This is an optimization exercise on Yosys and OpenROAD, whose aim is small area, a short achievable clock period and few clock cycles per item, not a production implementation.
At most, simulation tests tie the RTL to the original design; equivalence was not proved.
Power and IR drop assume default switching activity.

== run a ==
Design psg_top, start of the top module:
module psg_top
(
	input  logic                clk_i,
	input  logic                rst_i,
	input  logic                wr_i,
	input  logic [ADR_W-1:0]    adr_i,
	input  logic [DATA_W-1:0]   dat_i,
	input  logic                credit_i,
	output logic                sample_valid_o,
	output logic [SAMPLE_W-1:0] aud_o
);
Size: roughly 4700 cells after synthesis, about 530 flip-flops, about 58 I/O pins.
==> flow/config.mk <==
export PLATFORM = sky130hd
export DESIGN_NAME = psg_top
export DESIGN_NICKNAME = psg_top
export VERILOG_FILES = /design/flow/design.v
export SDC_FILE = /design/flow/constraint.sdc
export NUM_CORES = 4
export LEC_CHECK = 0
export CAP_MARGIN = 20
export CORE_MARGIN = 2
export CORE_UTILIZATION = 40
export SLEW_MARGIN = 20
==> flow/constraint.sdc <==
create_clock -name core_clock -period 11.0 [get_ports {clk_i}]
set_input_delay 2.2000 -clock core_clock [delete_from_list [all_inputs] [get_ports {clk_i}]]
set_output_delay 2.2000 -clock core_clock [all_outputs]
set_load 0.01 [all_outputs]
run.sh (not shown) runs the stock make flow with config.mk's settings and CLKGATE_MAP_FILE= SYNTH_SCRIPT=/design/flow/synth_recipe.tcl, a recipe that flattens the netlist after the stock synthesis.
Run a finished end to end and its layout was clean on timing, DRC and antenna.
Changes in run b relative to run a:
Settings: an added SETUP_SLACK_MARGIN of 5.
Findings:
- As far as flip-flop and latch count is concerned, run a and run b perform about the same.
- From run b to run a, number of max-slew violations in the final report did not move at all.
- Diff run a..run b | total number of vias | unchanged
Function was not checked in any run of this note: the RTL went through the layout flow alone.

---

Another version of the RTL of psg_top (not shown whole).
Size in the first run: roughly 4,600 cells after synthesis.
Settings: LEC_CHECK=0, CAP_MARGIN=20, CORE_MARGIN=2, CORE_UTILIZATION=40, SLEW_MARGIN=20; clock period 11.0 ns.
standard.sh (not shown) runs the stock make flow with config.mk's settings and CLKGATE_MAP_FILE= SYNTH_SCRIPT=/design/flow/synth_recipe.tcl, a recipe that flattens the netlist after the stock synthesis.
==> flow/flow/run.sh <==
#!/bin/bash
set -euo pipefail
bash standard.sh SETUP_SLACK_MARGIN=7.5 finish > make_finish.log 2>&1
The baseline finished clean.
Testbench counts at the start, summed over its fixed seeds: cycles 4,970, items 4,079.
Change:
==> flow/flow/run.sh (replaced) <==
#!/bin/bash
set -euo pipefail
bash standard.sh SETUP_SLACK_MARGIN=7 finish > make_finish.log 2>&1
The new run passed the timing, design-rule and antenna checks. Die area stays the same. Via count is lower by about 4.6%. Combinational power is lower by about 18%. Critical path depth is lower by 4. Setup slack degrades by 44 ps. Final area is lower by about 7%. Routed wire length is lower by 6.2%. First-iteration DRC count is higher by 0.81%. Synthesized cell count is unchanged. Power is lower by about 6%. Core utilization is lower by 3.6 points.
Change:
--- a/flow/config.mk
+++ b/flow/config.mk
@@ -9,3 +9,5 @@
 export CORE_MARGIN = 2
 export CORE_UTILIZATION = 40
+export CTS_CLUSTER_DIAMETER = 100
+export CTS_CLUSTER_SIZE = 24
 export SLEW_MARGIN = 20
Effect: Clock-buffer cell count goes down by 48; global-route usage decreases by 0.32 points; clock power goes down by 42%; cell area decreases by about 2.4%.
Change:
--- a/flow/config.mk
+++ b/flow/config.mk
@@ -9,5 +9,5 @@
 export CORE_MARGIN = 2
 export CORE_UTILIZATION = 40
-export CTS_CLUSTER_DIAMETER = 100
-export CTS_CLUSTER_SIZE = 24
+export CTS_CLUSTER_DIAMETER = 120
+export CTS_CLUSTER_SIZE = 30
 export SLEW_MARGIN = 20
Result: Sequential cell count stays the same. Hold slack stays flat. First-iteration DRC count came out lower by 4.1%. Power came out lower by 1.1%. Die area does not change.

---

Starting RTL as in the previous note.
==> flow/config.mk <==
export PLATFORM = sky130hd
export DESIGN_NAME = psg_top
export DESIGN_NICKNAME = psg_top
export VERILOG_FILES = /design/flow/design.v
export SDC_FILE = /design/flow/constraint.sdc
export NUM_CORES = 4
export LEC_CHECK = 0
export CAP_MARGIN = 20
export CORE_MARGIN = 2
export CORE_UTILIZATION = 40
export CTS_CLUSTER_DIAMETER = 100
export CTS_CLUSTER_SIZE = 24
export SLEW_MARGIN = 20
==> flow/constraint.sdc <==
create_clock -name core_clock -period 11.0 [get_ports {clk_i}]
set_input_delay 2.2000 -clock core_clock [delete_from_list [all_inputs] [get_ports {clk_i}]]
set_output_delay 2.2000 -clock core_clock [all_outputs]
set_load 0.01 [all_outputs]
==> flow/flow/run.sh <==
#!/bin/bash
set -euo pipefail
R="$PWD/orfs/results/sky130hd/psg_top/base"
bash standard.sh SETUP_SLACK_MARGIN=6.5 synth > make_synth.log 2>&1
cp "$R/1_2_yosys.v" "$R/1_2_yosys_std.v"
python3 flow/invopt.py "$R/1_2_yosys_std.v" "$R/1_2_yosys.v" > invopt.log 2>&1
rm -f "$R/1_synth.odb" "$R/1_synth.sdc"
bash standard.sh SETUP_SLACK_MARGIN=6.5 finish > make_finish.log 2>&1
Other scripts of this flow, unchanged in this note and not shown: flow/flow/invopt.py
Testbench counts at the start, summed over its fixed seeds: cycles 4,970, items 4,079.
==> next run, changes <==
==> flow/flow/run.sh (replaced) <==
#!/bin/bash
set -euo pipefail
R="$PWD/orfs/results/sky130hd/psg_top/base"
bash standard.sh SETUP_SLACK_MARGIN=7.1 synth > make_synth.log 2>&1
cp "$R/1_2_yosys.v" "$R/1_2_yosys_std.v"
python3 flow/invopt.py "$R/1_2_yosys_std.v" "$R/1_2_yosys.v" > invopt.log 2>&1
rm -f "$R/1_synth.odb" "$R/1_synth.sdc"
bash standard.sh SETUP_SLACK_MARGIN=7.1 finish > make_finish.log 2>&1
Utilization goes up by 1.1 points.
Setup slack is better by 0.42 ns.
Final cell count rose by 0.99%.
Sequential share of layout area decreases by 0.61 points.
Cell area is higher by 2.6%.
Critical path depth grows by 9.
Power climbs by 1.1%.
Register-to-register slack improved by 0.40 ns.
Hold slack barely changes.
Non-clock buffer count rises by 61.
==> next run, changes <==
==> flow/flow/run.sh (replaced) <==
#!/bin/bash
set -euo pipefail
R="$PWD/orfs/results/sky130hd/psg_top/base"
bash standard.sh SETUP_SLACK_MARGIN=7 synth > make_synth.log 2>&1
cp "$R/1_2_yosys.v" "$R/1_2_yosys_std.v"
python3 flow/invopt.py "$R/1_2_yosys_std.v" "$R/1_2_yosys.v" > invopt.log 2>&1
rm -f "$R/1_synth.odb" "$R/1_synth.sdc"
bash standard.sh SETUP_SLACK_MARGIN=7 finish > make_finish.log 2>&1
What happened: The new run completed with no timing, DRC or antenna violations; global-route usage went down by 0.17 points; clock power shrinks by 14%; setup slack gets worse by 0.039 ns.
==> next run, changes <==
--- a/flow/config.mk
+++ b/flow/config.mk
@@ -9,3 +9,3 @@
 export CORE_MARGIN = 2
-export CORE_UTILIZATION = 40
+export CORE_UTILIZATION = 50
 export CTS_CLUSTER_DIAMETER = 100
What happened:
- final area is about the same
- setup slack degrades by 0.010 ns
- combinational power is about the same
- global-route usage rose by 5.3 points
- cell count drops by a few percent
- area after synthesis is unchanged

==> re-timing with driven ports <==
The results above use ideal ports. As a check the final layouts listed here were re-extracted and re-timed, cells and wires unchanged. Step 1, drivers: a clkbuf_16 drives clk_i and a buf_2 each remaining input, both assumed. Step 2 adds t to the input delays and takes it off the output delays; t is the mean of the earliest and latest rising clock arrival at the registers after step 1. Input paths then give back, and output paths get back, about the clock's delay inside the block. Three values: ideal, step 1, step 2; two values: the first two.
run	t, ns	setup WS [ns]	clock arrival spread, ns
run a	0.704	5.925 / 5.925 / 5.843	0.046 / 0.046
run b	0.704	5.925 / 5.925 / 5.843	0.046 / 0.046
the first run of note 2	0.708	7.093 / 7.093 / 6.733	0.039 / 0.039
the second run of note 2	0.703	7.049 / 7.049 / 6.392	0.029 / 0.030
the third run of note 2	0.743	6.990 / 7.031 / 6.288	0.041 / 0.042
the fourth run of note 2	0.711	7.060 / 7.060 / 6.412	0.060 / 0.060
the first run of note 3	0.699	6.671 / 6.686 / 6.007	0.066 / 0.066
the second run of note 3	0.681	7.093 / 7.093 / 6.547	0.049 / 0.048
the third run of note 3	0.750	7.054 / 7.068 / 6.341	0.094 / 0.093
the fourth run of note 3	0.671	7.044 / 7.044 / 6.426	0.063 / 0.063
After both steps setup and hold are still met in every run listed. For the third run of note 3, which loses most, drivers alone change the setup slack by +0.014 ns; drivers and shift together by -0.713 ns.
